From an optimization exercise on the open Yosys and OpenROAD flow, aimed at small area, a short achievable clock period and few clock cycles per item; shortcuts taken in it are not production practice.
At most, simulation tests tie the RTL to the original design; equivalence was not proved.
For runs 5 and 6, only the layout was checked, not whether the RTL still works.
Power is estimated from default activity; no workload was simulated.

==> flow/design.v <==
`default_nettype none
package wbps_pkg;
    localparam int CFG_DATA_W  = 64;
    localparam int SIG_BYTES   = 16;
    localparam int SIG_SEL_W   = $clog2(SIG_BYTES);
    localparam int CARE_W      = 16;
    localparam int LENGTH_W    = 5;
    localparam int OFFSET_W    = 32;
    localparam int REG_INDEX_W = 2;
    localparam logic [REG_INDEX_W-1:0] REG_PATTERN_LOW  = 2'd0;
    localparam logic [REG_INDEX_W-1:0] REG_PATTERN_HIGH = 2'd1;
    localparam logic [REG_INDEX_W-1:0] REG_CARE_MASK    = 2'd2;
    localparam logic [REG_INDEX_W-1:0] REG_PATTERN_LEN  = 2'd3;
    localparam logic [CARE_W-1:0]   CARE_MASK_RESET  = 16'hFFFF;
    localparam logic [LENGTH_W-1:0] PATTERN_LEN_RESET = 5'd1;
    typedef struct packed {
        logic [7:0] data_byte;
        logic       last;
    } item_beat_t;
    typedef struct packed {
        logic                found;
        logic [OFFSET_W-1:0] match_offset;
    } result_beat_t;
    typedef struct packed {
        logic       in_use;
        logic       care;
        logic [7:0] sig;
    } cell_ref_t;
endpackage
`default_nettype wire
`default_nettype none
module wbps_cell
(
    input  wire logic       clk,
    input  wire logic       shift,
    input  wire logic [7:0] byte_in,
    input  wire wbps_pkg::cell_ref_t  cmp_ref,
    output logic [7:0]      byte_out,
    output logic            hit
);
    logic [7:0] byte_reg;
    always_ff @(posedge clk)
    begin
        if (shift)
        begin
            byte_reg <= byte_in;
        end
    end
    assign byte_out = byte_reg;
    assign hit = !cmp_ref.in_use || !cmp_ref.care || (byte_in == cmp_ref.sig);
endmodule
`default_nettype wire
`default_nettype none
module wbps_out_buf
(
    input  wire logic          clk,
    input  wire logic          rst_n,
    input  wire logic          push,
    input  wire wbps_pkg::result_beat_t  push_beat,
    input  wire logic          out_ready,
    output logic               out_valid,
    output wbps_pkg::result_beat_t       out_beat,
    output logic               full
);
    logic         head_valid_reg;
    logic         head_valid_next;
    logic         skid_valid_reg;
    logic         skid_valid_next;
    wbps_pkg::result_beat_t head_reg;
    wbps_pkg::result_beat_t skid_reg;
    logic         pop;
    assign pop = head_valid_reg && out_ready;
    always_comb
    begin
        head_valid_next = head_valid_reg;
        skid_valid_next = skid_valid_reg;
        if (pop)
        begin
            head_valid_next = skid_valid_reg || push;
            skid_valid_next = skid_valid_reg && push;
        end
        else if (push)
        begin
            head_valid_next = 1'b1;
            skid_valid_next = head_valid_reg;
        end
    end
    always_ff @(posedge clk or negedge rst_n)
    begin
        if (!rst_n)
        begin
            head_valid_reg <= 1'b0;
            skid_valid_reg <= 1'b0;
        end
        else
        begin
            head_valid_reg <= head_valid_next;
            skid_valid_reg <= skid_valid_next;
        end
    end
    always_ff @(posedge clk)
    begin
        if (pop)
        begin
            if (skid_valid_reg)
            begin
                head_reg <= skid_reg;
                if (push)
                begin
                    skid_reg <= push_beat;
                end
            end
            else if (push)
            begin
                head_reg <= push_beat;
            end
        end
        else if (push)
        begin
            if (head_valid_reg)
            begin
                skid_reg <= push_beat;
            end
            else
            begin
                head_reg <= push_beat;
            end
        end
    end
    assign out_valid = head_valid_reg;
    assign out_beat  = head_reg;
    assign full      = skid_valid_reg;
endmodule
`default_nettype wire
`default_nettype none
module wildcard_byte_pattern_scan
#(
    parameter int MAX_PATTERN = 16,
    parameter int OFFSET_BITS = 32
)
(
    input  wire logic          clk,
    input  wire logic          rst_n,
    input  wire logic          cfg_write,
    input  wire logic [1:0]    cfg_index,
    input  wire logic [63:0]   cfg_data,
    input  wire logic          item_valid,
    output logic               item_ready,
    input  wire logic [8:0]    item_in,
    output logic               result_valid,
    input  wire logic          result_ready,
    output logic [32:0]        result_out
);
    wbps_pkg::item_beat_t   item;
    wbps_pkg::result_beat_t result;
    assign item       = item_in;
    assign result_out = result;
    localparam int LEN_BITS = $clog2(MAX_PATTERN + 1);
    localparam int WIDE_W   = (OFFSET_BITS > wbps_pkg::OFFSET_W) ? OFFSET_BITS : wbps_pkg::OFFSET_W;
    logic [wbps_pkg::CFG_DATA_W-1:0] pattern_low_reg;
    logic [wbps_pkg::CFG_DATA_W-1:0] pattern_high_reg;
    logic [wbps_pkg::CARE_W-1:0]     care_mask_reg;
    logic [wbps_pkg::LENGTH_W-1:0]   pattern_len_reg;
    always_ff @(posedge clk or negedge rst_n)
    begin
        if (!rst_n)
        begin
            pattern_low_reg  <= '0;
            pattern_high_reg <= '0;
            care_mask_reg    <= wbps_pkg::CARE_MASK_RESET;
            pattern_len_reg  <= wbps_pkg::PATTERN_LEN_RESET;
        end
        else if (cfg_write)
        begin
            unique case (cfg_index)
                wbps_pkg::REG_PATTERN_LOW:  pattern_low_reg  <= cfg_data;
                wbps_pkg::REG_PATTERN_HIGH: pattern_high_reg <= cfg_data;
                wbps_pkg::REG_CARE_MASK:    care_mask_reg    <= cfg_data[wbps_pkg::CARE_W-1:0];
                wbps_pkg::REG_PATTERN_LEN:  pattern_len_reg  <= cfg_data[wbps_pkg::LENGTH_W-1:0];
                default:          pattern_low_reg  <= pattern_low_reg;
            endcase
        end
    end
    logic [LEN_BITS-1:0] len_used;
    always_comb
    begin
        if (pattern_len_reg == '0)
        begin
            len_used = LEN_BITS'(1);
        end
        else if (pattern_len_reg > wbps_pkg::LENGTH_W'(MAX_PATTERN))
        begin
            len_used = LEN_BITS'(MAX_PATTERN);
        end
        else
        begin
            len_used = LEN_BITS'(pattern_len_reg);
        end
    end
    logic [8*wbps_pkg::SIG_BYTES-1:0] pattern_bits;
    assign pattern_bits = {pattern_high_reg, pattern_low_reg};
    logic buf_full;
    logic item_fire;
    assign item_ready = !buf_full;
    assign item_fire  = item_valid && item_ready;
    logic [7:0]             chain [MAX_PATTERN];
    logic [MAX_PATTERN-1:0] cell_hit;
    assign chain[0] = item.data_byte;
    for (genvar k = 0; k < MAX_PATTERN; k++)
    begin : g_cell
        logic [wbps_pkg::SIG_SEL_W-1:0] sel;
        wbps_pkg::cell_ref_t            cmp_ref;
        assign sel            = wbps_pkg::SIG_SEL_W'(int'(len_used) - 1 - k);
        assign cmp_ref.in_use = LEN_BITS'(k) < len_used;
        assign cmp_ref.care   = care_mask_reg[sel];
        assign cmp_ref.sig    = pattern_bits[8*sel +: 8];
        if (k < MAX_PATTERN - 1)
        begin : g_mid
            wbps_cell u_cell (
                .clk      (clk),
                .shift    (item_fire),
                .byte_in  (chain[k]),
                .cmp_ref  (cmp_ref),
                .byte_out (chain[k+1]),
                .hit      (cell_hit[k])
            );
        end
        else
        begin : g_end
            wbps_cell u_cell (
                .clk      (clk),
                .shift    (item_fire),
                .byte_in  (chain[k]),
                .cmp_ref  (cmp_ref),
                .byte_out (),
                .hit      (cell_hit[k])
            );
        end
    end
    logic [LEN_BITS-1:0]    fill_reg;
    logic [LEN_BITS-1:0]    fill_next;
    logic [OFFSET_BITS-1:0] pos_reg;
    logic [OFFSET_BITS-1:0] pos_next;
    logic                   reported_reg;
    logic                   reported_next;
    logic                   window_full_enough;
    logic                   match;
    logic                   push;
    logic [WIDE_W-1:0]      off_wide;
    wbps_pkg::result_beat_t           push_beat;
    assign window_full_enough =
        (LEN_BITS+1)'(fill_reg) + (LEN_BITS+1)'(1) >= (LEN_BITS+1)'(len_used);
    assign match = !reported_reg && window_full_enough && (&cell_hit);
    assign push  = item_fire && (match || (item.last && !reported_reg));
    assign off_wide = WIDE_W'(pos_reg) - WIDE_W'(len_used) + WIDE_W'(1);
    always_comb
    begin
        push_beat.found = match;
        if (!match)
        begin
            push_beat.match_offset = '0;
        end
        else if (off_wide > WIDE_W'({wbps_pkg::OFFSET_W{1'b1}}))
        begin
            push_beat.match_offset = '1;
        end
        else
        begin
            push_beat.match_offset = off_wide[wbps_pkg::OFFSET_W-1:0];
        end
    end
    always_comb
    begin
        fill_next     = fill_reg;
        pos_next      = pos_reg;
        reported_next = reported_reg;
        if (item_fire)
        begin
            if (item.last)
            begin
                fill_next     = '0;
                pos_next      = '0;
                reported_next = 1'b0;
            end
            else
            begin
                if (fill_reg != LEN_BITS'(MAX_PATTERN))
                begin
                    fill_next = fill_reg + LEN_BITS'(1);
                end
                if (pos_reg != '1)
                begin
                    pos_next = pos_reg + OFFSET_BITS'(1);
                end
                reported_next = reported_reg || match;
            end
        end
    end
    always_ff @(posedge clk or negedge rst_n)
    begin
        if (!rst_n)
        begin
            fill_reg     <= '0;
            pos_reg      <= '0;
            reported_reg <= 1'b0;
        end
        else
        begin
            fill_reg     <= fill_next;
            pos_reg      <= pos_next;
            reported_reg <= reported_next;
        end
    end
    wbps_out_buf u_out_buf (
        .clk       (clk),
        .rst_n     (rst_n),
        .push      (push),
        .push_beat (push_beat),
        .out_ready (result_ready),
        .out_valid (result_valid),
        .out_beat  (result),
        .full      (buf_full)
    );
endmodule
`default_nettype wire
==> flow/run.sh <==
#!/bin/bash
# synth_recipe.tcl (not shown) runs the flow's synth.tcl, then flattens the netlist and writes it again
# the make line also repeats each setting of config.mk as NAME=value (left out here)
make -C /OpenROAD-flow-scripts/flow DESIGN_CONFIG=/design/flow/config.mk WORK_HOME=/design/flow/orfs CLKGATE_MAP_FILE= SYNTH_SCRIPT=/design/flow/synth_recipe.tcl finish
==> flow/config.mk <==
export PLATFORM = sky130hd
export DESIGN_NAME = wildcard_byte_pattern_scan
export DESIGN_NICKNAME = wildcard_byte_pattern_scan
export VERILOG_FILES = /design/flow/design.v
export SDC_FILE = /design/flow/constraint.sdc
export NUM_CORES = 4
export LEC_CHECK = 0
export CAP_MARGIN = 20
export CORE_MARGIN = 2
export CORE_UTILIZATION = 40
export SLEW_MARGIN = 20
==> flow/constraint.sdc <==
create_clock -name core_clock -period 6.0 [get_ports {clk}]
set_input_delay 1.2000 -clock core_clock [delete_from_list [all_inputs] [get_ports {clk}]]
set_output_delay 1.2000 -clock core_clock [all_outputs]
set_load 0.01 [all_outputs]
==> results of run 1 <==
[Yosys cell counts, types with 9 or more instances]
master    number  share of area
a21oi_1       48         0.0099
edfxtp_1     186           0.23
o21ai_0       32         0.0066
nand3_1       18         0.0037
nor2_1       104          0.016
xor2_1        69          0.025
buf_1         13         0.0020
o31ai_2       32          0.016
a21o_1        17         0.0052
nand4_1       25         0.0064
inv_1         50         0.0077
o22ai_1       16         0.0041
mux2i_1      149          0.061
nor4_1        16         0.0041
nor2b_1       21         0.0054
nand2_1       91          0.014
nor3_1         9         0.0018
dfrtp_1      172           0.18
a211oi_1      13         0.0040
xnor2_1      123          0.044
dfstp_2       17          0.018
ha_1          79          0.041
and3_1        14         0.0036
mux4_2       164           0.15
a222oi_1      26          0.011
buf_2         25         0.0051
clkbuf_1      56         0.0086
mux2_2       176          0.081
[worst max path at each step]
| stage | start | end | cells after the start |
|---|---|---|---|
| after global routing | pattern_len_reg[2]$_DFFE_PN0P_ | u_out_buf.head_reg[6]$_DFFE_PP_ | 17 |
| after global placement | pattern_len_reg[1]$_DFFE_PN0P_ | u_out_buf.head_reg[31]$_DFFE_PP_ | 18 |
| after floorplan | pattern_len_reg[4]$_DFFE_PN0P_ | u_out_buf.head_reg[0]$_DFFE_PP_ | 19 |
| final | pattern_len_reg[2]$_DFFE_PN0P_ | u_out_buf.head_reg[26]$_DFFE_PP_ | 17 |
| after detailed placement | pattern_len_reg[1]$_DFFE_PN0P_ | u_out_buf.head_reg[31]$_DFFE_PP_ | 18 |
| after CTS | pattern_len_reg[1]$_DFFE_PN0P_ | u_out_buf.head_reg[26]$_DFFE_PP_ | 18 |
[layer usage]
| metal | GRT usage | part of all wire | vias to the layer above |
|---|---|---|---|
| met5 | 0 | 0 | - |
| met4 | 0.0769 | 0.033 | 0 |
| met3 | 0.0465 | 0.085 | 109 |
| met2 | 0.359 | 0.45 | 785 |
| met1 | 0.340 | 0.43 | 8656 |
| li1 | - | - | 7452 |
[report_power, final]
group          internal [W]  total (W)  switching [W]
Combinational       0.00312    0.00682        0.00370
Clock               0.00150    0.00259        0.00109
Sequential          0.00308    0.00348       0.000400
Total               0.00770     0.0129        0.00519
[stage by stage]
| step | power [W] | hold WS [ns] | area, um^2 | instances |
|---|---|---|---|---|
| 6_report | 0.0129 | 0.468 | 28200 | 2804 |
| 5_1_grt | 0.0135 | 0.482 | 28200 | 2804 |
| 4_1_cts | 0.0129 | 0.466 | 28200 | 2804 |
| 3_5_place_dp | 0.0103 | 0.460 | 26800 | 2728 |
| 3_3_place_gp | 0.0102 | 0.456 | 26800 | 2728 |
| 2_1_floorplan | 0.00820 | 0.448 | 24600 | 1867 |
[cell families after synthesis]
family,count (synthesis),synth area share
multiplexers,489,0.294
flip-flops,375,0.424
AND/OR/NAND/NOR,320,0.0616
AO/OA/AOI/OAI,246,0.0784
XOR/XNOR,196,0.0716
buffers and inverters,161,0.0290
adder cells (fa/ha/maj),80,0.0414
[cells in the final DEF (no fill, tap or decap), types with 5 or more instances in the layout]
cell type	synthesis	final
a211oi_1	13	13
o211ai_1	6	6
a21oi_1	48	45
o21ai_0	32	32
nor2b_1	21	21
nor2_1	104	103
dfrtp_1	172	172
clkbuf_16	0	44
mux4_2	164	164
ha_1	79	75
nor3_1	9	8
buf_4	5	63
o31ai_2	32	32
a222oi_1	26	26
a221oi_1	7	6
a22oi_1	6	6
nand3_1	18	18
xnor2_1	123	123
clkbuf_1	56	10
clkinv_2	0	6
o21bai_1	5	5
dfstp_2	17	17
nand2_1	91	91
buf_12	0	8
nand4_1	25	25
mux2i_1	149	149
xor2_1	69	68
nor4_1	16	16
inv_1	50	49
and3_1	14	13
nand2b_1	7	6
o22ai_1	16	16
edfxtp_1	186	186
mux2_2	176	176
clkdlybuf4s50_1	0	113
a21o_1	17	17
clkbuf_8	0	6
[critical path: stages, from the launching register on]
cell and delay, ns:
dfrtp_1 0.38, buf_4 0.19, nand2_1 0.14, ha_1 0.29
a21boi_0 0.23, o21ai_4 0.35, buf_4 0.30, buf_4 0.31
mux2i_1 0.27, mux2i_1 0.12, xor2_1 0.15, nor4_1 0.76
a211oi_1 0.27, a211oi_1 0.26, o2111ai_1 0.15, or4b_4 0.61
a211oi_4 0.34, buf_4 0.25
[final cells by class]
| type | instances | area [um^2] |
|---|---|---|
| inverter | 55 | 211 |
| sequential | 375 | 10300 |
| clock buffer | 59 | 1210 |
| timing repair buffer | 185 | 1780 |
| tap | 782 | 978 |
| clock inverter | 17 | 158 |
| multi-input combinational | 1331 | 13500 |
| fill | 5368 | 32200 |
==> out/metrics.yaml, run 1 <==
sta:
  finalSetupViolations: 0
  finalHoldViolCount: 0
  setup_ws_ns: 0.299
  finalSetupTns_ns: 0
  fmax_mhz: 175
  fin_crit_ns: 5.70
  rsz0062_at_grt: "false"
  maxSlewHeadroom: 0.212
  worst_pin_slew_ns: 1.18
  finalCritPeriodShare: 0.950
  drv_slew: 0
  clock_skew_ns: 0.0171
critical_path:
  reg2reg_to: "u_out_buf.head_reg[26]$_DFFE_PP_"
  reg2reg_depth: 17
  reg2reg_slack_ns: 0.30
  crit_type: "reg -> reg"
  required_ns: 6.27
  startpoint_type: "flop"
  critPathArrivalTime_ns: 5.97
  endpoint_kind: "flop"
  cp_max_fo: 15
  reg2reg_from: "pattern_len_reg[2]$_DFFE_PN0P_"
final_layout:
  drive_gt1_frac: 0.275
  final_util: 0.467
  syn_to_final_growth_pct: 15.6
  largest_reg_flops: 120
  num_antenna_cells: 0
  fin_nets: 2151
clock_tree:
  clk_pin_slew_ns: 0.06
  clk_path_buf_depth: 3
  cts.sinks: 375
  post_cts_buffers: 0
  htree_num_levels: 2
  numCtsBuffers: 43
  tritoncts: "yes"
  clkLatencyLatePin_ns: 0.58
  ctsRootBufferMaster: "clkbuf_16"
  cts-resized-gates: 0
  cts_hold_buf: 0
synth:
  synth_cell_types: 68
  synthArstFlopShare: 0.504
  netlist_area_um2: 24400
  ys_warn_count: 5
  synth_edf_count: 186
  synth.avg_cell_area_um2: 13.1
  netlist_instances: 1867
  yosys_most_used_dff: "edfxtp_1"
  syn-num-nets: 2027
  synth_seq_cells: 375
  seq_area_frac_synth: 0.424
flow_run:
  max_cap_violations: 0
routing:
  drt_iter0_drc: 1826
  routed-via-count: 17000
  drc: 0
  antenna_left: 0
  detail_route.wl_per_cell_um: 26.5
  firstDrtPassIters: 8
  avgViaCountPerCell: 6.06
  totalWireLength_um: 74300
floorplanning:
  initial_core_util: 0.404
  io_pins: 115
  die_width_um: 251
  row_count: 90
  die_area_um2: 62900
  coreArea_um2: 60400
  die_h_um: 251
grt:
  grt_pass1_vias: 16700
  grt_pass1_wl_um: 111000
  antenna_found_initial: 2
  grt_usage: 0.236
  gr-total-overflow: 0
  grt_max_degree: 119
min_path:
  whs_endpoint: "g_cell[2].g_mid.u_cell.byte_reg[7]$_DFFE_PP_"
  min_path_cells: 0
  hold_class: "reg -> reg"
  hold_start: "g_cell[1].g_mid.u_cell.byte_reg[7]$_DFFE_PP_"
power_and_ir_drop:
  p_per_area_nw_per_um2: 457
  peakVddDrop_mv: 0.300
  p_leak_nw: 10.9
placement:
  dp_hpwl_um: 57100
  place.gp.congestion: 1.03
  io_buffers: 114
  pre_cts_ws_ns: 0.305
status:
  status: "finished clean"
Testbench counts, summed over its fixed seeds: cycles 112,133, bytes 110,795.
==> inputs of run 2 (changes only) <==
==> flow/design.v (replaced) <==
`default_nettype none
package wbps_pkg;
    typedef struct packed {
        logic [7:0] data_byte;
        logic       last;
    } item_beat_t;
    typedef struct packed {
        logic        found;
        logic [31:0] match_offset;
    } result_beat_t;
endpackage
`default_nettype wire
`default_nettype none
module wildcard_byte_pattern_scan
(
    input  wire logic          clk,
    input  wire logic          rst_n,
    input  wire logic          cfg_write,
    input  wire logic [1:0]    cfg_index,
    input  wire logic [63:0]   cfg_data,
    input  wire logic          item_valid,
    output logic               item_ready,
    input  wire logic [8:0]    item_in,
    output logic               result_valid,
    input  wire logic          result_ready,
    output logic [32:0]        result_out
);
    logic [63:0] pat_lo_reg;
    logic [63:0] pat_hi_reg;
    logic [15:0] care_reg;
    logic        lo_written_reg;
    logic        hi_written_reg;
    logic        care_written_reg;
    logic [3:0]  lm1_reg;            
    always_ff @(posedge clk)
    begin
        if (cfg_write && cfg_index == 2'd0) pat_lo_reg <= cfg_data;
        if (cfg_write && cfg_index == 2'd1) pat_hi_reg <= cfg_data;
        if (cfg_write && cfg_index == 2'd2) care_reg   <= cfg_data[15:0];
    end
    always_ff @(posedge clk or negedge rst_n)
    begin
        if (!rst_n)
        begin
            lo_written_reg   <= 1'b0;
            hi_written_reg   <= 1'b0;
            care_written_reg <= 1'b0;
            lm1_reg          <= 4'd0;
        end
        else if (cfg_write)
        begin
            if (cfg_index == 2'd0) lo_written_reg   <= 1'b1;
            if (cfg_index == 2'd1) hi_written_reg   <= 1'b1;
            if (cfg_index == 2'd2) care_written_reg <= 1'b1;
            if (cfg_index == 2'd3)
            begin
                if (cfg_data[4:0] == 5'd0)
                    lm1_reg <= 4'd0;
                else if (cfg_data[4])
                    lm1_reg <= 4'd15;
                else
                    lm1_reg <= cfg_data[3:0] - 4'd1;
            end
        end
    end
    logic       sk_valid_reg;
    logic [8:0] sk_item_reg;
    logic       s_valid_reg;        
    logic       out_valid_reg;
    logic       out_found_reg;
    logic       accept;
    logic       decide;
    logic       load_s;
    assign item_ready = !sk_valid_reg;
    assign accept     = item_valid && !sk_valid_reg;
    assign decide     = s_valid_reg && (!out_valid_reg || result_ready);
    assign load_s     = sk_valid_reg ? decide : (accept && (!s_valid_reg || decide));
    always_ff @(posedge clk)
    begin
        if (!sk_valid_reg) sk_item_reg <= item_in;
    end
    logic [8:0] s_in;
    assign s_in = sk_valid_reg ? sk_item_reg : item_in;
    logic [7:0]  b;
    logic [15:0] eq;
    logic        b_zero;
    assign b      = s_in[8:1];
    assign b_zero = (b == 8'd0);
    for (genvar j = 0; j < 16; j++)
    begin : g_cmp
        logic [7:0] sig;
        logic       written;
        assign sig     = (j < 8) ? pat_lo_reg[8*(j%8) +: 8] : pat_hi_reg[8*(j%8) +: 8];
        assign written = (j < 8) ? lo_written_reg : hi_written_reg;
        assign eq[j]   = (care_written_reg && !care_reg[j])
                      || (written ? (b == sig) : b_zero);
    end
    logic [15:0] p_reg;
    logic        s_first_reg;
    logic        s_last_reg;
    always_ff @(posedge clk)
    begin
        if (load_s)
        begin
            p_reg       <= eq & {{15{!s_last_reg}} & p_reg[14:0], 1'b1};
            s_first_reg <= s_last_reg;
        end
    end
    always_ff @(posedge clk or negedge rst_n)
    begin
        if (!rst_n)
        begin
            s_last_reg   <= 1'b1;
            s_valid_reg  <= 1'b0;
            sk_valid_reg <= 1'b0;
        end
        else
        begin
            if (load_s) s_last_reg <= s_in[0];
            s_valid_reg  <= load_s || (s_valid_reg && !decide);
            sk_valid_reg <= sk_valid_reg ? !decide : (accept && s_valid_reg && !decide);
        end
    end
    logic        rep_reg;           
    logic        rep_eff;
    logic        match;
    logic        push;
    logic [31:0] off_reg;
    assign rep_eff = rep_reg && !s_first_reg;
    assign match   = p_reg[lm1_reg] && !rep_eff;
    assign push    = match || (s_last_reg && !rep_eff);
    always_ff @(posedge clk)
    begin
        if (decide)
        begin
            rep_reg <= rep_eff || match;
            if (s_first_reg)
                off_reg <= match ? 32'd0 : 32'd1 - 32'(lm1_reg);
            else if (!rep_eff && !match)
                off_reg <= off_reg + 32'd1;
            if (push)
                out_found_reg <= match;
        end
    end
    always_ff @(posedge clk or negedge rst_n)
    begin
        if (!rst_n)
            out_valid_reg <= 1'b0;
        else if (decide && push)
            out_valid_reg <= 1'b1;
        else if (result_ready)
            out_valid_reg <= 1'b0;
    end
    assign result_valid = out_valid_reg;
    assign result_out   = {out_found_reg, off_reg & {32{out_found_reg}}};
endmodule
`default_nettype wire
--- a/flow/config.mk
+++ b/flow/config.mk
@@ -10,2 +10,3 @@
 export CORE_UTILIZATION = 40
+export SETUP_SLACK_MARGIN = 3.0
 export SLEW_MARGIN = 20
==> out/metrics.yaml, run 2 <==
critical_path:
  required_ns: 4.80  # was 6.27 ns
  cp_max_fo: 18  # was 15
  startpoint_type: "flop"  # unchanged
  reg2reg_depth: 6  # was 17
  crit_type: "reg -> out"  # was reg -> reg
  endpoint_kind: "output port"  # was flop
  critPathArrivalTime_ns: 1.75  # was 5.97 ns
routing:
  detail_route.wl_per_cell_um: 18.3  # was 26.5 um
  drt_iter0_drc: 297  # was 1,826
  avgViaCountPerCell: 4.98  # was 6.06
  antenna_left: 0  # unchanged
  drc: 0  # unchanged
  firstDrtPassIters: 4  # was 8
  totalWireLength_um: 22100  # was 74,300 um
  routed-via-count: 6015  # was 17,000
sta:
  clock_skew_ns: 0.00922  # was 0.0171 ns
  setup_ws_ns: 3.05  # was 0.299 ns
  fin_crit_ns: 2.95  # was 5.70 ns
  finalSetupViolations: 0  # unchanged
  worst_pin_slew_ns: 1.00  # was 1.18 ns
  maxSlewHeadroom: 0.330  # was 0.212
  fmax_mhz: 339  # was 175 MHz
  finalCritPeriodShare: 0.491  # was 0.950
  finalHoldViolCount: 0  # unchanged
  rsz0062_at_grt: "true"  # was false
  drv_slew: 0  # unchanged
  finalSetupTns_ns: 0  # unchanged
synth:
  synthAdderAreaFrac: 0.00501  # was 0.0414
  synth_xor_area_frac: 0.134  # was 0.0716
  synthSimpleGateAreaFrac: 0.112  # was 0.0616
  synthTopCellsByArea: "edfxtp_1 (59%), xnor2_1 (6.8%), xor2_1 (6.6%), dfrtp_1 (2.5%), and2_1 (2.2%)"  # was edfxtp_1 (23%), dfrtp_1 (18%), mux4_2 (15%), mux2_2 (8.1%), mux2i_1 (6.1%)
  synth_seq_cells: 215  # was 375
  synthArstFlopShare: 0.0512  # was 0.504
  synth_top_family_by_area: "XOR/XNOR gates"  # was multiplexers
  seq_area_frac_synth: 0.632  # was 0.424
  synth.largest_area_cell: "edfxtp_1"  # unchanged
  yosys_most_used_dff: "edfxtp_1"  # unchanged
  synthTopCellsByCount: "edfxtp_1 (195), xnor2_1 (78), xor2_1 (75), inv_1 (37), and2_1 (35)"  # was edfxtp_1 (186), mux2_2 (176), dfrtp_1 (172), mux4_2 (164), mux2i_1 (149)
  syn-num-nets: 821  # was 2,027
  synth_cell_types: 53  # was 68
  synth_edf_count: 195  # was 186
  yosys.area.top_type_share: 0.586  # was 0.229
  netlist_area_um2: 9980  # was 24,400 um^2
  netlist_instances: 737  # was 1,867
  ys_warn_count: 1  # was 5
  yosysMostFrequentCell: "edfxtp_1"  # unchanged
  synth.avg_cell_area_um2: 13.5  # was 13.1 um^2
  synthMuxAreaShare: 0.0273  # was 0.294
  synth_compound_area_frac: 0.0610  # was 0.0784
floorplanning:
  die_area_um2: 26200  # was 62,900 um^2
  die_h_um: 162  # was 251 um
  coreArea_um2: 24400  # was 60,400 um^2
  die_width_um: 162  # was 251 um
  io_pins: 115  # unchanged
  row_count: 57  # was 90
  initial_core_util: 0.409  # was 0.404
clock_tree:
  clkLatencyLatePin_ns: 0.51  # was 0.58 ns
  clk_pin_slew_ns: 0.06  # about the same
  tritoncts: "yes"  # unchanged
  htree_num_levels: 1  # was 2
  cts.sinks: 215  # was 375
  clk_path_buf_depth: 3  # unchanged
  numCtsBuffers: 23  # was 43
  ctsRootBufferMaster: "clkbuf_16"  # unchanged
final_layout:
  syn_to_final_growth_pct: 22.8  # was 15.6%
  multi_input_area_um2: 3430  # was 13,500 um^2
  fillCellCount: 2180  # was 5,368
  ff_latch_area_um2: 6320  # was 10,300 um^2
  drive_gt1_frac: 0.0974  # was 0.275
  design_area_um2: 12300  # was 28,200 um^2
  final_common_cell: "edfxtp_1"  # unchanged
  num_antenna_cells: 0  # unchanged
  mostFrequentLayoutCells: "edfxtp_1 (195), clkdlybuf4s50_1 (114), xnor2_1 (78)"  # was edfxtp_1 (186), mux2_2 (176), dfrtp_1 (172)
  fin_nets: 952  # was 2,151
placement:
  placed_area_um2: 11500  # was 26,800 um^2
  dp_hpwl_um: 14600  # was 57,100 um
  io_buffers: 114  # unchanged
  place.gp.congestion: 0.796  # was 1.03
  pre_cts_ws_ns: 2.50  # was 0.305 ns
power_and_ir_drop:
  pwr-share-seq: 0.440  # was 0.270
  p_sw_frac: 0.324  # was 0.403
  p_per_area_nw_per_um2: 426  # was 457 nW/um^2
  power_switching_w: 0.00169  # was 0.00519 W
  internal-power_w: 0.00353  # was 0.00770 W
  combPwrFrac: 0.301  # was 0.530
  p_clk_frac: 0.259  # was 0.201
  peakVddDrop_mv: 0.227  # was 0.300 mV
  p_leak_nw: 4.13  # was 10.9 nW
grt:
  grt_max_degree: 66  # was 119
  antenna_found_initial: 0  # was 2
  grt_pass1_vias: 6107  # was 16,700
  grt_pass1_wl_um: 34200  # was 111,000 um
  grt_usage: 0.166  # was 0.236
  gr-total-overflow: 0  # unchanged
min_path:
  hold_class: "reg -> reg"  # unchanged
  min_path_cells: 1  # was 0
status:
  status: "finished clean"  # unchanged
flow_run:
  max_cap_violations: 0  # unchanged
run 2: changes by cell type in the layout (fill, tap and decap cells not counted), sizes merged, moves of 31 or more:
| cell | change |
|---|---|
| ha | -75 |
| nand2 | -65 |
| buf | -54 |
| o31ai | -34 |
| mux2i | -135 |
| nor2 | -81 |
| clkbuf | -35 |
| xnor2 | -48 |
| and2 | +31 |
| mux2 | -174 |
| dfrtp | -162 |
| mux4 | -162 |
run 2: path summary, 6_finish.rpt:
| kind | from | endpoint | slack [ns] |
|---|---|---|---|
| max | sk_valid_reg$_DFF_PN0_ | item_ready | 3.05 |
| min | sk_item_reg[0]$_DFF_P_ | sk_item_reg[0]$_DFF_P_ | 0.50 |
| max reg2reg | lm1_reg[0]$_DFFE_PN0P_ | off_reg[20]$_DFFE_PP_ | 3.34 |
| min reg2reg | sk_item_reg[0]$_DFF_P_ | sk_item_reg[0]$_DFF_P_ | 0.50 |
| max in group asynchronous | rst_n | sk_valid_reg$_DFF_PN0_ | 4.56 |
| min in group asynchronous | rst_n | out_valid_reg$_DFFE_PN0P_ | 1.04 |
run 2: power groups by stage:
| stage | sequential, W | clock [W] | combinational [W] |
|---|---|---|---|
| after floorplan | 0.00218 | 0 | 0.00111 |
| after global placement | 0.00234 | 0 | 0.00154 |
| after detailed placement | 0.00234 | 0 | 0.00156 |
| after CTS | 0.00229 | 0.00138 | 0.00159 |
| after global routing | 0.00234 | 0.00144 | 0.00173 |
| final | 0.00230 | 0.00136 | 0.00157 |
run 2: metrics by stage:
step | std cells | util | total power, W | hold WS, ns
after floorplan | 737 | - | 0.00329 | 0.445
after global placement | 1161 | 0.471 | 0.00388 | 0.483
after detailed placement | 1161 | 0.471 | 0.00390 | 0.490
after CTS | 1203 | 0.501 | 0.00527 | 0.504
after global routing | 1207 | 0.503 | 0.00551 | 0.518
final | 1207 | 0.503 | 0.00522 | 0.496
run 2: cells by family after synthesis:
logic type	count (synthesis)
buf+inv	63
compound gates	90
flops	215
fa+ha+maj	4
mux	18
xor+xnor	153
simple gates	194
run 2: metal layers:
metal | global-route usage | vias up | wire [um]
li1 | - | 2949 | -
met1 | 0.228 | 2874 | 10100
met2 | 0.280 | 158 | 10500
met3 | 0.0245 | 34 | 1090
met4 | 0.0394 | 0 | 422
met5 | 0 | - | 0
run 2: layout make-up:
| class | count | share of cell area |
|---|---|---|
| flip-flops and latches | 215 | 0.515 |
| multi-input cells | 460 | 0.279 |
| inverters | 37 | 0.0113 |
| clock inverters | 15 | 0.00980 |
| repair buffers | 131 | 0.104 |
| well taps | 324 | 0.0331 |
| clock buffers | 25 | 0.0476 |
run 2: worst max-delay path: stages, from the launching register on:
cell and delay, ns:
dfrtp_4 0.62, inv_1 0.09, clkdlybuf4s50_1 0.53
run 2: what timing repair did:
item | 4_1_cts | 5_1_grt
resized for setup | 2 | 0
endpoints found under the setup margin | 40 | 69
hold buffers | 0 | 0
gates cloned | 0 | 1
pin swaps | 0 | 3
buffers inserted | 2 | 3
Testbench counts of run 2, summed over its fixed seeds: cycles 112,139, bytes 110,795.
==> inputs of run 3 (changes only) <==
--- a/flow/config.mk
+++ b/flow/config.mk
@@ -10,3 +10,3 @@
 export CORE_UTILIZATION = 40
-export SETUP_SLACK_MARGIN = 3.0
+export SETUP_SLACK_MARGIN = 4.0
 export SLEW_MARGIN = 20
==> out/metrics.yaml, run 3 <==
status:
  status: "finished clean"  # unchanged
placement:
  place.gp.congestion: 0.782  # was 0.796
  dp_hpwl_um: 15000  # was 14,600 um
  placed_area_um2: 11600  # was 11,500 um^2
  io_buffers: 114  # unchanged
routing:
  totalWireLength_um: 25100  # was 22,100 um
  detail_route.wl_per_cell_um: 19.4  # was 18.3 um
  drt_iter0_drc: 372  # was 297
  firstDrtPassIters: 4  # unchanged
  avgViaCountPerCell: 5.09  # was 4.98
  drc: 0  # unchanged
  antenna_left: 0  # unchanged
  routed-via-count: 6578  # was 6,015
synth:
  netlist_area_um2: 9980  # unchanged
  yosys.area.top_type_share: 0.586  # unchanged
  synthArstFlopShare: 0.0512  # unchanged
  synth_seq_cells: 215  # unchanged
  synthTopCellsByArea: "edfxtp_1 (59%), xnor2_1 (6.8%), xor2_1 (6.6%), dfrtp_1 (2.5%), and2_1 (2.2%)"  # unchanged
  ys_warn_count: 1  # unchanged
  seq_area_frac_synth: 0.632  # unchanged
  synth_cell_types: 53  # unchanged
  yosys_most_used_dff: "edfxtp_1"  # unchanged
  netlist_instances: 737  # unchanged
  yosysMostFrequentCell: "edfxtp_1"  # unchanged
  syn-num-nets: 821  # unchanged
  synth.avg_cell_area_um2: 13.5  # unchanged
  synth.largest_area_cell: "edfxtp_1"  # unchanged
  synth_edf_count: 195  # unchanged
  synthTopCellsByCount: "edfxtp_1 (195), xnor2_1 (78), xor2_1 (75), inv_1 (37), and2_1 (35)"  # unchanged
critical_path:
  reg2reg_depth: 8  # was 6
  crit_top_cell: "buf_6"
  reg2reg_slack_ns: 3.56  # was 3.34 ns
  reg2reg_to: "p_reg[14]$_DFFE_PP_"  # was off_reg[20]$_DFFE_PP_
  cp-endpoint: "result_out[8]"  # was item_ready
  critPathArrivalTime_ns: 1.59  # was 1.75 ns
  crit_path_start: "out_found_reg$_DFFE_PP_"  # was sk_valid_reg$_DFF_PN0_
  reg2reg_from: "sk_valid_reg$_DFF_PN0_"  # was lm1_reg[0]$_DFFE_PN0P_
  required_ns: 4.80  # about the same
  startpoint_type: "flop"  # unchanged
  crit_type: "reg -> out"  # unchanged
  slowest_delay_ns: 0.41  # was 0.62 ns
  cp_max_fo: 7  # was 18
  crit_slowest_cell: "edfxtp_1"  # was dfrtp_4
  endpoint_kind: "output port"  # unchanged
  crit_chain: "buf_6 > buf_12 > buf_6 > and2_4 > buf_6"  # was inv_1 > clkdlybuf4s50_1
clock_tree:
  htree_num_levels: 1  # unchanged
  clk_pin_slew_ns: 0.06  # about the same
  numCtsBuffers: 24  # was 23
  clkLatencyLatePin_ns: 0.51  # about the same
  cts_hold_buf: 0  # unchanged
  cts.sinks: 215  # unchanged
  tritoncts: "yes"  # unchanged
  clk_path_buf_depth: 3  # unchanged
  ctsRootBufferMaster: "clkbuf_16"  # unchanged
sta:
  finalCritPeriodShare: 0.464  # was 0.491
  finalHoldViolCount: 0  # unchanged
  clock_skew_ns: 0.0113  # was 0.00922 ns
  finalSetupTns_ns: 0  # unchanged
  drv_slew: 0  # unchanged
  fmax_mhz: 359  # was 339 MHz
  worst_pin_slew_ns: 0.880  # was 1.00 ns
  fin_crit_ns: 2.79  # was 2.95 ns
  rsz0062_at_grt: "true"  # unchanged
  finalSetupViolations: 0  # unchanged
  maxSlewHeadroom: 0.412  # was 0.330
final_layout:
  final_common_cell: "edfxtp_1"  # unchanged
  design_area_um2: 13800  # was 12,300 um^2
  num_antenna_cells: 0  # unchanged
  fin_nets: 1034  # was 952
  drive_gt1_frac: 0.295  # was 0.0974
  syn_to_final_growth_pct: 37.8  # was 22.8%
  mostFrequentLayoutCells: "edfxtp_1 (195), xnor2_1 (78), xor2_1 (75)"  # was edfxtp_1 (195), clkdlybuf4s50_1 (114), xnor2_1 (78)
floorplanning:
  die_width_um: 162  # unchanged
  row_count: 57  # unchanged
  io_pins: 115  # unchanged
  die_area_um2: 26200  # unchanged
  coreArea_um2: 24400  # unchanged
  initial_core_util: 0.409  # unchanged
  die_h_um: 162  # unchanged
flow_run:
  max_cap_violations: 0  # unchanged
power_and_ir_drop:
  p_per_area_nw_per_um2: 440  # was 426 nW/um^2
  p_leak_nw: 4.90  # was 4.13 nW
  peakVddDrop_mv: 0.232  # was 0.227 mV
grt:
  grt_pass1_wl_um: 37600  # was 34,200 um
  grt_max_degree: 66  # unchanged
  grt_usage: 0.188  # was 0.166
  gr-total-overflow: 0  # unchanged
  antenna_found_initial: 0  # unchanged
  grt_pass1_vias: 6568  # was 6,107
min_path:
  hold_class: "reg -> reg"  # unchanged
[run 3: cell types whose count changed in the layout (fill, tap and decap cells not counted), moves of 10 or more]
cell / previous run / this run
a21oi_1: 32 / 17
a21oi_2: 1 / 13
and2_1: 35 / 9
and2_4: 0 / 26
buf_12: 0 / 19
buf_2: 0 / 10
buf_4: 17 / 44
buf_6: 0 / 54
clkdlybuf4s50_1: 114 / 62
o21ai_0: 24 / 12
[run 3: worst min-delay path by stage]
stage                                start                      to  slack [ns]  cells past startpoint
floorplan           sk_item_reg[0]$_DFF_P_  sk_item_reg[0]$_DFF_P_        0.45                      1
global placement    sk_item_reg[0]$_DFF_P_  sk_item_reg[0]$_DFF_P_        0.47                      1
detailed placement  sk_item_reg[0]$_DFF_P_  sk_item_reg[0]$_DFF_P_        0.47                      1
CTS                 sk_item_reg[0]$_DFF_P_  sk_item_reg[0]$_DFF_P_        0.48                      1
global route        sk_item_reg[0]$_DFF_P_  sk_item_reg[0]$_DFF_P_        0.51                      1
finish              sk_item_reg[0]$_DFF_P_  sk_item_reg[0]$_DFF_P_        0.48                      1
[run 3: kinds of logic after synthesis]
group | after synthesis | share of synthesized area
AOI/OAI and AO/OA | 90 | 0.0610
adders and majority gates | 4 | 0.00501
buffers and inverters | 63 | 0.0283
DFF | 215 | 0.632
xor gates and xnor gates | 153 | 0.134
muxes | 18 | 0.0273
and+or+nand+nor | 194 | 0.112
[run 3: area by class of cell]
cell class                      instances  area (um^2)
Sequential cell                       215         6320
Multi-Input combinational cell        463         3870
Tap cell                              324          405
Fill cell                            2067        10600
Clock inverter                          9         45.0
Inverter                               37          143
Clock buffer                           35          703
Timing Repair inverter                  1         7.51
Timing Repair Buffer                  208         2260
[run 3: power by group]
group	switching (W)	total, W	internal, W
sequential	0.000289	0.00229	0.00200
clock	0.000573	0.00138	0.000809
combinational	0.00113	0.00238	0.00125
total	0.00199	0.00606	0.00406
[run 3: stage by stage]
stage / worst slack, ns / std cells / hold slack [ns] / power (W) / util
after floorplan: 2.70 / 737 / 0.450 / 0.00335 / -
after global placement: 2.48 / 1159 / 0.471 / 0.00395 / 0.475
after detailed placement: 2.46 / 1159 / 0.470 / 0.00397 / 0.475
after CTS: 3.20 / 1280 / 0.484 / 0.00590 / 0.549
after global routing: 3.16 / 1292 / 0.507 / 0.00634 / 0.564
final: 3.21 / 1292 / 0.485 / 0.00606 / 0.564
[run 3: timing repair]
item / CTS / global route
gates resized for setup: 269 / 68
setup endpoints to repair: 292 / 217
buffers inserted: 67 / 12
pin swaps: 24 / 10
hold endpoints to repair: 0 / 0
cloned: 10 / 0
[run 3: worst max-delay path, delay by kind of cell, from the launching register on]
family,cells,cell delay [ns]
AND/OR/NAND/NOR,1,0.15
buffers and inverters,4,0.50
flip-flops,1,0.41
[run 3: layer usage]
metal  track usage  part of all wire  wire length, um
met4        0.0531             0.025              633
met3        0.0271             0.042             1060
met1         0.254              0.44            11000
met2         0.318              0.50            12500
met5             0                 0                0
==> inputs of run 4 (changes only) <==
--- a/flow/config.mk
+++ b/flow/config.mk
@@ -10,3 +10,2 @@
 export CORE_UTILIZATION = 40
-export SETUP_SLACK_MARGIN = 4.0
 export SLEW_MARGIN = 20
==> out/metrics.yaml, run 4 <==
routing:
  detail_route.wl_per_cell_um: 17.9  # was 19.4 um
  firstDrtPassIters: 4  # unchanged
  routed-via-count: 6041  # was 6,578
  drc: 0  # unchanged
  totalWireLength_um: 21600  # was 25,100 um
  avgViaCountPerCell: 5.01  # was 5.09
  drt_iter0_drc: 292  # was 372
  antenna_left: 0  # unchanged
flow_run:
  max_cap_violations: 0  # unchanged
clock_tree:
  cts-resized-gates: 0  # was 269
  htree_num_levels: 1  # unchanged
  clkLatencyLatePin_ns: 0.54  # was 0.51 ns
  numCtsBuffers: 24  # unchanged
  cts.sinks: 215  # unchanged
  cts_hold_buf: 0  # unchanged
  post_cts_buffers: 0  # was 67
  clk_path_buf_depth: 3  # unchanged
  clk_pin_slew_ns: 0.06  # about the same
  ctsRootBufferMaster: "clkbuf_16"  # unchanged
  tritoncts: "yes"  # unchanged
power_and_ir_drop:
  p_leak_nw: 4.18  # was 4.90 nW
  peakVddDrop_mv: 0.222  # was 0.232 mV
  p_per_area_nw_per_um2: 440  # about the same
synth:
  yosysMostFrequentCell: "edfxtp_1"  # unchanged
  synthTopCellsByCount: "edfxtp_1 (195), xnor2_1 (78), xor2_1 (75), inv_1 (37), and2_1 (35)"  # unchanged
  yosys.area.top_type_share: 0.586  # unchanged
  syn-num-nets: 821  # unchanged
  netlist_instances: 737  # unchanged
  netlist_area_um2: 9980  # unchanged
  yosys_most_used_dff: "edfxtp_1"  # unchanged
  ys_warn_count: 1  # unchanged
  synthTopCellsByArea: "edfxtp_1 (59%), xnor2_1 (6.8%), xor2_1 (6.6%), dfrtp_1 (2.5%), and2_1 (2.2%)"  # unchanged
  synth.largest_area_cell: "edfxtp_1"  # unchanged
  synth_cell_types: 53  # unchanged
  seq_area_frac_synth: 0.632  # unchanged
  synth.avg_cell_area_um2: 13.5  # unchanged
  synth_seq_cells: 215  # unchanged
  synth_edf_count: 195  # unchanged
  synthArstFlopShare: 0.0512  # unchanged
final_layout:
  final_common_cell: "edfxtp_1"  # unchanged
  fillCellCount: 2153  # was 2,067
  fin_nets: 948  # was 1,034
  mostFrequentLayoutCells: "edfxtp_1 (195), clkdlybuf4s50_1 (114), xnor2_1 (78)"  # was edfxtp_1 (195), xnor2_1 (78), xor2_1 (75)
  drive_gt1_frac: 0.0930  # was 0.295
  design_area_um2: 12400  # was 13,800 um^2
  syn_to_final_growth_pct: 24.0  # was 37.8%
  num_antenna_cells: 0  # unchanged
sta:
  worst_pin_slew_ns: 1.04  # was 0.880 ns
  finalHoldViolCount: 0  # unchanged
  fmax_mhz: 301  # was 359 MHz
  drv_slew: 0  # unchanged
  fin_crit_ns: 3.33  # was 2.79 ns
  rsz0062_at_grt: "false"  # was true
  finalCritPeriodShare: 0.554  # was 0.464
  clock_skew_ns: 0.0355  # was 0.0113 ns
  holdWs_ns: 0.487  # was 0.485 ns
  finalSetupViolations: 0  # unchanged
  finalSetupTns_ns: 0  # unchanged
  maxSlewHeadroom: 0.306  # was 0.412
grt:
  grt_pass1_wl_um: 33700  # was 37,600 um
  antenna_found_initial: 0  # unchanged
  gr-total-overflow: 0  # unchanged
  grt_max_degree: 66  # unchanged
  grt_pass1_vias: 6020  # was 6,568
  grt_usage: 0.165  # was 0.188
placement:
  placed_area_um2: 11500  # was 11,600 um^2
  io_buffers: 114  # unchanged
  place.gp.congestion: 0.786  # was 0.782
  dp_hpwl_um: 14600  # was 15,000 um
floorplanning:
  die_width_um: 162  # unchanged
  die_h_um: 162  # unchanged
  row_count: 57  # unchanged
  initial_core_util: 0.409  # unchanged
  io_pins: 115  # unchanged
  coreArea_um2: 24400  # unchanged
  die_area_um2: 26200  # unchanged
critical_path:
  worst-path-buf-inv: 0  # was 4
  required_ns: 6.36  # was 4.80 ns
  startpoint_type: "flop"  # unchanged
  crit_chain: "mux2i_4 > nand2_1 > nor4_4 > a21oi_1 > o32ai_2"  # was buf_6 > buf_12 > buf_6 > and2_4 > buf_6
  reg2reg_depth: 5  # was 8
  endpoint_kind: "flop"  # was output port
  crit_slowest_cell: "dfrtp_1"  # was edfxtp_1
  crit_type: "reg -> reg"  # was reg -> out
  reg2reg_from: "sk_valid_reg$_DFF_PN0_"  # unchanged
  crit_path_start: "sk_valid_reg$_DFF_PN0_"  # was out_found_reg$_DFFE_PP_
  cp.depth: 5  # unchanged
  critPathArrivalTime_ns: 3.69  # was 1.59 ns
  crit_family: "flip-flops"  # was buffers and inverters
  slowest_delay_ns: 0.98  # was 0.41 ns
  cp_max_fo: 18  # was 7
status:
  status: "finished clean"  # unchanged
min_path:
  hold_class: "reg -> reg"  # unchanged
  hold_start: "sk_item_reg[0]$_DFF_P_"  # unchanged
  min_path_cells: 1  # unchanged
==> run 4: cell counts after synthesis <==
Identical to the previous run, type by type.
==> run 4: metal layers <==
layer / up-vias / routed length (um) / global-route usage / part of all wire
li1: 2945 / - / - / -
met2: 152 / 10500 / 0.283 / 0.49
met3: 34 / 889 / 0.0243 / 0.041
met1: 2910 / 9630 / 0.219 / 0.45
met5: - / 0 / 0 / 0
met4: 0 / 535 / 0.0487 / 0.025
==> run 4: kinds of logic after synthesis <==
| family | after synthesis | share of synthesized area |
|---|---|---|
| and+or+nand+nor | 194 | 0.112 |
| DFF | 215 | 0.632 |
| muxes | 18 | 0.0273 |
| adders and majority gates | 4 | 0.00501 |
| buffers and inverters | 63 | 0.0283 |
| AOI/OAI and AO/OA | 90 | 0.0610 |
| xor gates and xnor gates | 153 | 0.134 |
==> run 4: area by class of cell <==
type	count	area (um^2)	share of cell area
clock buffers	29	619	0.0500
clock inverters	15	246	0.0199
inverters	37	139	0.0112
multi-input cells	459	3420	0.276
flip-flops and latches	215	6310	0.510
well taps	324	405	0.0327
repair buffers	127	1240	0.100
==> run 4: through the flow <==
step	std cells	worst slack, ns	utilization	power [W]
6_report	1206	2.67	0.508	0.00544
5_1_grt	1206	2.43	0.508	0.00575
4_1_cts	1206	2.61	0.507	0.00550
3_5_place_dp	1162	2.09	0.472	0.00390
3_3_place_gp	1162	2.15	0.472	0.00387
2_1_floorplan	737	1.54	-	0.00329
==> run 4: worst paths after layout <==
kind	endpoint	slack, ns
max	p_reg[14]$_DFFE_PP_	2.67
min	sk_item_reg[0]$_DFF_P_	0.49
max reg2reg	p_reg[14]$_DFFE_PP_	2.67
min reg2reg	sk_item_reg[0]$_DFF_P_	0.49
max in group asynchronous	s_last_reg$_DFFE_PN1P_	4.59
min in group asynchronous	care_written_reg$_DFFE_PN0P_	1.04
==> run 4: where the power goes <==
group | switching (W) | leakage, nW | internal (W)
clock network | 0.000593 | 0.422 | 0.000998
registers | 0.000307 | 2.01 | 0.00200
logic | 0.000803 | 1.75 | 0.000742
==> run 4: worst reg2reg max path: cells and delay by family (launching register included) <==
| kind | cells | cell delay, ns |
|---|---|---|
| and+or+nand+nor | 2 | 0.94 |
| AOI/OAI and AO/OA | 2 | 0.33 |
| muxes | 1 | 0.93 |
| DFF | 1 | 0.98 |
==> inputs of run 5 (changes only) <==
--- a/flow/design.v
+++ b/flow/design.v
@@ -65,3 +65,4 @@
     end
-    logic       sk_valid_reg;
+    logic       ready_reg;          
+    logic       sk_valid;
     logic [8:0] sk_item_reg;
@@ -73,12 +74,13 @@
     logic       load_s;
-    assign item_ready = !sk_valid_reg;
-    assign accept     = item_valid && !sk_valid_reg;
+    assign item_ready = ready_reg;
+    assign sk_valid   = !ready_reg;
+    assign accept     = item_valid && ready_reg;
     assign decide     = s_valid_reg && (!out_valid_reg || result_ready);
-    assign load_s     = sk_valid_reg ? decide : (accept && (!s_valid_reg || decide));
+    assign load_s     = sk_valid ? decide : (accept && (!s_valid_reg || decide));
     always_ff @(posedge clk)
     begin
-        if (!sk_valid_reg) sk_item_reg <= item_in;
+        if (ready_reg) sk_item_reg <= item_in;
     end
     logic [8:0] s_in;
-    assign s_in = sk_valid_reg ? sk_item_reg : item_in;
+    assign s_in = sk_valid ? sk_item_reg : item_in;
     logic [7:0]  b;
@@ -114,3 +116,3 @@
             s_valid_reg  <= 1'b0;
-            sk_valid_reg <= 1'b0;
+            ready_reg    <= 1'b1;
         end
@@ -120,3 +122,3 @@
             s_valid_reg  <= load_s || (s_valid_reg && !decide);
-            sk_valid_reg <= sk_valid_reg ? !decide : (accept && s_valid_reg && !decide);
+            ready_reg    <= sk_valid ? decide : !(accept && s_valid_reg && !decide);
         end
@@ -127,2 +129,3 @@
     logic        push;
+    logic        nf_push;
     logic [31:0] off_reg;
@@ -130,3 +133,4 @@
     assign match   = p_reg[lm1_reg] && !rep_eff;
-    assign push    = match || (s_last_reg && !rep_eff);
+    assign nf_push = s_last_reg && !rep_eff && !match;
+    assign push    = match || nf_push;
     always_ff @(posedge clk)
@@ -136,4 +140,6 @@
             rep_reg <= rep_eff || match;
-            if (s_first_reg)
-                off_reg <= match ? 32'd0 : 32'd1 - 32'(lm1_reg);
+            if (nf_push || (s_first_reg && match))
+                off_reg <= 32'd0;
+            else if (s_first_reg)
+                off_reg <= 32'd1 - 32'(lm1_reg);
             else if (!rep_eff && !match)
@@ -154,3 +160,3 @@
     assign result_valid = out_valid_reg;
-    assign result_out   = {out_found_reg, off_reg & {32{out_found_reg}}};
+    assign result_out   = {out_found_reg, off_reg};
 endmodule
--- a/flow/config.mk
+++ b/flow/config.mk
@@ -10,2 +10,4 @@
 export CORE_UTILIZATION = 40
+export CTS_BUF_LIST = sky130_fd_sc_hd__clkbuf_4 sky130_fd_sc_hd__clkbuf_8
+export SETUP_SLACK_MARGIN = 3.5
 export SLEW_MARGIN = 20
==> out/metrics.yaml, run 5 <==
floorplanning:
  die_h_um: 163  # was 162 um
  row_count: 58  # was 57
  io_pins: 115  # unchanged
  coreArea_um2: 25000  # was 24,400 um^2
  die_width_um: 163  # was 162 um
  die_area_um2: 26400  # was 26,200 um^2
  initial_core_util: 0.403  # was 0.409
critical_path:
  reg2reg_slack_ns: 3.43  # was 2.67 ns
  cp_max_fo: 5  # was 18
  crit_type: "reg -> reg"  # unchanged
  crit_path_start: "ready_reg$_DFF_PN1_"  # was sk_valid_reg$_DFF_PN0_
  reg2reg_from: "ready_reg$_DFF_PN1_"  # was sk_valid_reg$_DFF_PN0_
  reg2reg_to: "p_reg[13]$_DFFE_PP_"  # was p_reg[14]$_DFFE_PP_
  critPathArrivalTime_ns: 2.94  # was 3.69 ns
  endpoint_kind: "flop"  # unchanged
  reg2reg_depth: 11  # was 5
  required_ns: 6.37  # was 6.36 ns
  startpoint_type: "flop"  # unchanged
  cp-endpoint: "p_reg[13]$_DFFE_PP_"  # was p_reg[14]$_DFFE_PP_
synth:
  synth.avg_cell_area_um2: 13.7  # was 13.5 um^2
  syn-num-nets: 820  # was 821
  synthTopCellsByArea: "edfxtp_1 (58%), xnor2_1 (11%), dfrtp_1 (2.2%), nor3_1 (2.2%), xor2_1 (1.8%)"  # was edfxtp_1 (59%), xnor2_1 (6.8%), xor2_1 (6.6%), dfrtp_1 (2.5%), and2_1 (2.2%)
  netlist_area_um2: 10100  # was 9980 um^2
  synth_cell_types: 55  # was 53
  yosys.area.top_type_share: 0.582  # was 0.586
  netlist_instances: 736  # was 737
  synth_edf_count: 195  # unchanged
  synthArstFlopShare: 0.0512  # unchanged
  synthTopCellsByCount: "edfxtp_1 (195), xnor2_1 (122), nor3_1 (44), inv_1 (34), a21oi_1 (28)"  # was edfxtp_1 (195), xnor2_1 (78), xor2_1 (75), inv_1 (37), and2_1 (35)
  synth.largest_area_cell: "edfxtp_1"  # unchanged
  seq_area_frac_synth: 0.628  # was 0.632
  synth_seq_cells: 215  # unchanged
  ys_warn_count: 1  # unchanged
  yosys_most_used_dff: "edfxtp_1"  # unchanged
  yosysMostFrequentCell: "edfxtp_1"  # unchanged
routing:
  antenna_left: 0  # unchanged
  totalWireLength_um: 25600  # was 21,600 um
  firstDrtPassIters: 4  # unchanged
  avgViaCountPerCell: 5.04  # was 5.01
  detail_route.wl_per_cell_um: 18.9  # was 17.9 um
  drc: 0  # unchanged
  routed-via-count: 6799  # was 6,041
  drt_iter0_drc: 418  # was 292
sta:
  clock_skew_ns: 0.0289  # was 0.0355 ns
  setup_ws_ns: 3.43  # was 2.67 ns
  worst_pin_slew_ns: 0.628  # was 1.04 ns
  finalSetupTns_ns: 0  # unchanged
  fmax_mhz: 389  # was 301 MHz
  rsz0062_at_grt: "true"  # was false
  finalHoldViolCount: 0  # unchanged
  finalCritPeriodShare: 0.429  # was 0.554
  drv_slew: 0  # unchanged
  fin_crit_ns: 2.57  # was 3.33 ns
  maxSlewHeadroom: 0.581  # was 0.306
  finalSetupViolations: 0  # unchanged
power_and_ir_drop:
  peakVddDrop_mv: 0.154  # was 0.222 mV
  p_per_area_nw_per_um2: 244  # was 440 nW/um^2
  internal-power_w: 0.00263  # was 0.00374 W
  p_leak_nw: 5.04  # was 4.18 nW
  p_sw_frac: 0.222  # was 0.313
  p_clk_frac: 0.421  # was 0.292
  power_switching_w: 0.000751  # was 0.00170 W
  combPwrFrac: 0.069  # was 0.284
  pwr-share-seq: 0.510  # was 0.424
final_layout:
  final_cells: 1350  # was 1,206
  design_area_um2: 13900  # was 12,400 um^2
  drive_gt1_frac: 0.270  # was 0.0930
  mostFrequentLayoutCells: "edfxtp_1 (195), xnor2_1 (113), buf_4 (98)"  # was edfxtp_1 (195), clkdlybuf4s50_1 (114), xnor2_1 (78)
  final_common_cell: "edfxtp_1"  # unchanged
  syn_to_final_growth_pct: 38.0  # was 24.0%
  fin_nets: 1078  # was 948
  num_antenna_cells: 0  # unchanged
clock_tree:
  cts.sinks: 215  # unchanged
  clkLatencyLatePin_ns: 0.54  # about the same
  clk_pin_slew_ns: 0.06  # about the same
  tritoncts: "yes"  # unchanged
  htree_num_levels: 2  # was 1
  clk_path_buf_depth: 3  # unchanged
  cts_hold_buf: 0  # unchanged
  numCtsBuffers: 39  # was 24
  ctsRootBufferMaster: "clkbuf_8"  # was clkbuf_16
placement:
  dp.cells: 1152  # was 1,162
  io_buffers: 114  # unchanged
  placed_area_um2: 11500  # about the same
  place.gp.congestion: 0.778  # was 0.786
  pre_cts_ws_ns: 2.25  # was 2.09 ns
  dp_hpwl_um: 14800  # was 14,600 um
grt:
  grt_usage: 0.192  # was 0.165
  grt_max_degree: 66  # unchanged
  grt_pass1_vias: 6818  # was 6,020
  grt_pass1_wl_um: 38300  # was 33,700 um
  gr-total-overflow: 0  # unchanged
  antenna_found_initial: 0  # unchanged
min_path:
  min_path_cells: 1  # unchanged
  hold_class: "reg -> reg"  # unchanged
status:
  status: "finished clean"  # unchanged
flow_run:
  max_cap_violations: 0  # unchanged
## run 5: changes by cell type in the layout (fill, tap and decap cells not counted), moves of 35 or more
cell             before  now
xnor2_1              78  113
buf_4                13   98
xor2_1               75   21
clkbuf_8              0   45
clkdlybuf4s50_1     114   72
## run 5: layout make-up
| cell class | instances | area [um^2] |
|---|---|---|
| tap | 330 | 413 |
| timing repair buffer | 248 | 2490 |
| sequential | 215 | 6320 |
| fill | 2131 | 11100 |
| clock buffer | 54 | 687 |
| inverter | 34 | 128 |
| clock inverter | 13 | 116 |
| multi-input combinational | 456 | 3720 |
## run 5: worst min path at each step
stage,slack [ns],to,from
after detailed placement,0.46,sk_item_reg[0]$_DFF_P_,sk_item_reg[0]$_DFF_P_
after global placement,0.46,sk_item_reg[0]$_DFF_P_,sk_item_reg[0]$_DFF_P_
final,0.47,sk_item_reg[0]$_DFF_P_,sk_item_reg[0]$_DFF_P_
after CTS,0.47,sk_item_reg[0]$_DFF_P_,sk_item_reg[0]$_DFF_P_
after global routing,0.48,sk_item_reg[0]$_DFF_P_,sk_item_reg[0]$_DFF_P_
after floorplan,0.45,sk_item_reg[0]$_DFF_P_,sk_item_reg[0]$_DFF_P_
## run 5: critical path, cell delays in order, from the launching register on
cell and delay (ns):
dfstp_4 0.64, buf_12 0.11, buf_12 0.11, buf_8 0.11
mux2i_4 0.32, buf_6 0.16, buf_16 0.11, buf_12 0.11
xnor2_4 0.06, nor3_2 0.17, nand4_1 0.21, a311oi_1 0.28
## run 5: metal layers
layer | vias up | wire, um | track usage
met3 | 43 | 1330 | 0.0364
met5 | - | 0 | 0
met1 | 3317 | 11100 | 0.253
li1 | 3260 | - | -
met2 | 179 | 12600 | 0.327
met4 | 0 | 531 | 0.0523
## run 5: logic make-up after synthesis
family | synth area share
AND/OR/NAND/NOR | 0.112
AO/OA/AOI/OAI | 0.0614
flip-flops | 0.628
buffers and inverters | 0.0362
multiplexers | 0.0330
adder cells (fa/ha/maj) | 0.00497
XOR/XNOR | 0.124
## run 5: power by group through the flow
stage	registers, W	logic (W)	clock network (W)
after global placement	0.00176	0.000211	0
after CTS	0.00172	0.000228	0.00146
final	0.00173	0.000233	0.00143
after global routing	0.00173	0.000251	0.00153
after detailed placement	0.00176	0.000213	0
after floorplan	0.00174	0.000123	0
## run 5: through the flow
stage	hold slack [ns]	utilization	total power (W)
6_report	0.471	0.556	0.00338
5_1_grt	0.480	0.556	0.00351
4_1_cts	0.472	0.535	0.00341
3_5_place_dp	0.459	0.460	0.00197
3_3_place_gp	0.455	0.460	0.00197
2_1_floorplan	0.446	-	0.00186
## run 5: what timing repair did
item | in CTS | in global routing
setup endpoints to repair | 254 | 103
setup buffers | 86 | 37
pin swaps | 39 | 32
cloned | 6 | 2
resized for setup | 87 | 40
==> inputs of run 6 (changes only) <==
--- a/flow/config.mk
+++ b/flow/config.mk
@@ -10,3 +10,2 @@
 export CORE_UTILIZATION = 40
-export CTS_BUF_LIST = sky130_fd_sc_hd__clkbuf_4 sky130_fd_sc_hd__clkbuf_8
 export SETUP_SLACK_MARGIN = 3.5
==> out/metrics.yaml, run 6 <==
placement:
  io_buffers: 114  # unchanged
  dp_hpwl_um: 14800  # unchanged
  place.gp.congestion: 0.778  # unchanged
  placed_area_um2: 11500  # unchanged
  pre_cts_ws_ns: 2.25  # unchanged
clock_tree:
  cts_hold_buf: 0  # unchanged
  clk_pin_slew_ns: 0.06  # about the same
  cts.sinks: 215  # unchanged
  numCtsBuffers: 24  # was 39
  tritoncts: "yes"  # unchanged
  ctsRootBufferMaster: "clkbuf_16"  # was clkbuf_8
  htree_num_levels: 1  # was 2
  clkLatencyLatePin_ns: 0.52  # was 0.54 ns
  clk_path_buf_depth: 3  # unchanged
flow_run:
  max_cap_violations: 0  # unchanged
synth:
  yosysMostFrequentCell: "edfxtp_1"  # unchanged
  ys_warn_count: 1  # unchanged
  synth_top_family_by_area: "XOR/XNOR gates"  # unchanged
  yosys_most_used_dff: "edfxtp_1"  # unchanged
  yosys.area.top_type_share: 0.582  # unchanged
  synthAdderAreaFrac: 0.00497  # unchanged
  synth.avg_cell_area_um2: 13.7  # unchanged
  synth_xor_area_frac: 0.124  # unchanged
  synth_cell_types: 55  # unchanged
  synth_edf_count: 195  # unchanged
  synth_compound_area_frac: 0.0614  # unchanged
  synthSimpleGateAreaFrac: 0.112  # unchanged
  netlist_instances: 736  # unchanged
  synthArstFlopShare: 0.0512  # unchanged
  seq_area_frac_synth: 0.628  # unchanged
  synth.largest_area_cell: "edfxtp_1"  # unchanged
  synth_seq_cells: 215  # unchanged
  syn-num-nets: 820  # unchanged
  netlist_area_um2: 10100  # unchanged
  synthTopCellsByCount: "edfxtp_1 (195), xnor2_1 (122), nor3_1 (44), inv_1 (34), a21oi_1 (28)"  # unchanged
  synthTopCellsByArea: "edfxtp_1 (58%), xnor2_1 (11%), dfrtp_1 (2.2%), nor3_1 (2.2%), xor2_1 (1.8%)"  # unchanged
  synthMuxAreaShare: 0.0330  # unchanged
critical_path:
  worst-path-buf-inv: 2  # was 6
  reg2reg_slack_ns: 3.48  # was 3.43 ns
  crit_slowest_cell: "dfstp_4"  # unchanged
  endpoint_kind: "output port"  # was flop
  reg2reg_from: "ready_reg$_DFF_PN1_"  # unchanged
  reg2reg_depth: 10  # was 11
  cp.depth: 2  # was 11
  critPathArrivalTime_ns: 1.35  # was 2.94 ns
  startpoint_type: "flop"  # unchanged
  crit_path_start: "ready_reg$_DFF_PN1_"  # unchanged
  crit_family: "flip-flops"  # was buffers and inverters
  cp_max_fo: 2  # was 5
  required_ns: 4.80  # was 6.37 ns
  crit_chain: "buf_4 > buf_6"  # was buf_12 > buf_12 > buf_8 > mux2i_4 > buf_6 > buf_16 > buf_12 > xnor2_4 > nor3_2 > nand4_1 > a311oi_1
  reg2reg_to: "p_reg[4]$_DFFE_PP_"  # was p_reg[13]$_DFFE_PP_
  crit_type: "reg -> out"  # was reg -> reg
  slowest_delay_ns: 0.62  # was 0.64 ns
grt:
  grt_max_degree: 66  # unchanged
  grt_pass1_wl_um: 37300  # was 38,300 um
  antenna_found_initial: 0  # unchanged
  grt_usage: 0.185  # was 0.192
  grt_pass1_vias: 6557  # was 6,818
  gr-total-overflow: 0  # unchanged
sta:
  clock_skew_ns: 0.00751  # was 0.0289 ns
  maxSlewHeadroom: 0.500  # was 0.581
  rsz0062_at_grt: "true"  # unchanged
  finalHoldViolCount: 0  # unchanged
  fin_crit_ns: 2.55  # was 2.57 ns
  finalCritPeriodShare: 0.425  # was 0.429
  setup_ws_ns: 3.45  # was 3.43 ns
  fmax_mhz: 392  # was 389 MHz
  worst_pin_slew_ns: 0.746  # was 0.628 ns
  drv_slew: 0  # unchanged
  finalSetupViolations: 0  # unchanged
  finalSetupTns_ns: 0  # unchanged
routing:
  firstDrtPassIters: 5  # was 4
  drc: 0  # unchanged
  avgViaCountPerCell: 5.09  # was 5.04
  routed-via-count: 6659  # was 6,799
  totalWireLength_um: 25100  # was 25,600 um
  antenna_left: 0  # unchanged
  detail_route.wl_per_cell_um: 19.2  # was 18.9 um
  drt_iter0_drc: 404  # was 418
final_layout:
  ff_latch_area_um2: 6320  # unchanged
  multi_input_area_um2: 3640  # was 3720 um^2
  final_util: 0.545  # was 0.556
  design_area_um2: 13600  # was 13,900 um^2
  final_common_cell: "edfxtp_1"  # unchanged
  drive_gt1_frac: 0.234  # was 0.270
  fillCellCount: 2121  # was 2,131
  fin_nets: 1046  # was 1,078
  num_antenna_cells: 0  # unchanged
  mostFrequentLayoutCells: "edfxtp_1 (195), xnor2_1 (117), buf_4 (87)"  # was edfxtp_1 (195), xnor2_1 (113), buf_4 (98)
  syn_to_final_growth_pct: 35.2  # was 38.0%
power_and_ir_drop:
  p_leak_nw: 4.87  # was 5.04 nW
  p_per_area_nw_per_um2: 255  # was 244 nW/um^2
  peakVddDrop_mv: 0.190  # was 0.154 mV
  finalPower_w: 0.00346  # was 0.00338 W
min_path:
  hold_class: "reg -> reg"  # unchanged
  hold_start: "sk_item_reg[0]$_DFF_P_"  # unchanged
  whs_endpoint: "sk_item_reg[0]$_DFF_P_"  # unchanged
  min_path_cells: 1  # unchanged
status:
  status: "finished clean"  # unchanged
floorplanning:
  die_h_um: 163  # unchanged
  io_pins: 115  # unchanged
  coreArea_um2: 25000  # unchanged
  die_width_um: 163  # unchanged
  row_count: 58  # unchanged
  initial_core_util: 0.403  # unchanged
  die_area_um2: 26400  # unchanged
## run 6: cell counts after synthesis
Identical to the previous run, type by type.
## run 6: per-layer routing
layer | track usage | up-vias | wire length, um
li1 | - | 3191 | -
met1 | 0.253 | 3278 | 11300
met2 | 0.318 | 169 | 12400
met3 | 0.0247 | 21 | 1110
met4 | 0.0330 | 0 | 284
met5 | 0 | - | 0
## run 6: cell type report
type / instances / share of cell area
clock buffer: 30 / 0.0474
clock inverter: 13 / 0.0122
inverter: 34 / 0.00938
multi-input combinational: 456 / 0.268
sequential: 215 / 0.465
tap: 330 / 0.0304
timing repair buffer: 231 / 0.168
## run 6: where the power goes
part           switching [W]  internal [W]
combinational       0.000113      0.000115
clock               0.000583      0.000931
sequential         0.0000332       0.00169
## run 6: what timing repair did
action | 4_1_cts | 5_1_grt
buffers inserted | 80 | 26
gates resized for setup | 72 | 34
pin swaps | 31 | 31
setup endpoints to repair | 278 | 90
gates cloned | 5 | 3
## run 6: metrics by stage
step	instances	hold WS, ns
6_report	1309	0.472
5_1_grt	1309	0.481
4_1_cts	1280	0.473
3_5_place_dp	1152	0.459
3_3_place_gp	1152	0.455
2_1_floorplan	736	0.446
## run 6: cells by family (layout without fill, tap and decap cells)
logic type,after synthesis,after routing
compound gates,81,81
xor+xnor,143,143
fa+ha+maj,4,4
buf+inv,69,308
flops,215,215
mux,21,21
simple gates,203,207
## run 6: how the worst max path moves through the flow
| stage | to |
|---|---|
| 6_report | item_ready |
| 5_1_grt | p_reg[11]$_DFFE_PP_ |
| 4_1_cts | item_ready |
| 3_5_place_dp | p_reg[2]$_DFFE_PP_ |
| 3_3_place_gp | p_reg[3]$_DFFE_PP_ |
| 2_1_floorplan | pat_lo_reg[0]$_DFFE_PP_ |

Check on run 6: ideal ports give 3.450 ns setup slack; a clkbuf_16 on the clock port and buf_2 on the inputs give 3.402 ns; moving port delays by the midpoint clock arrival (0.560 ns) as well gives 2.996 ns.
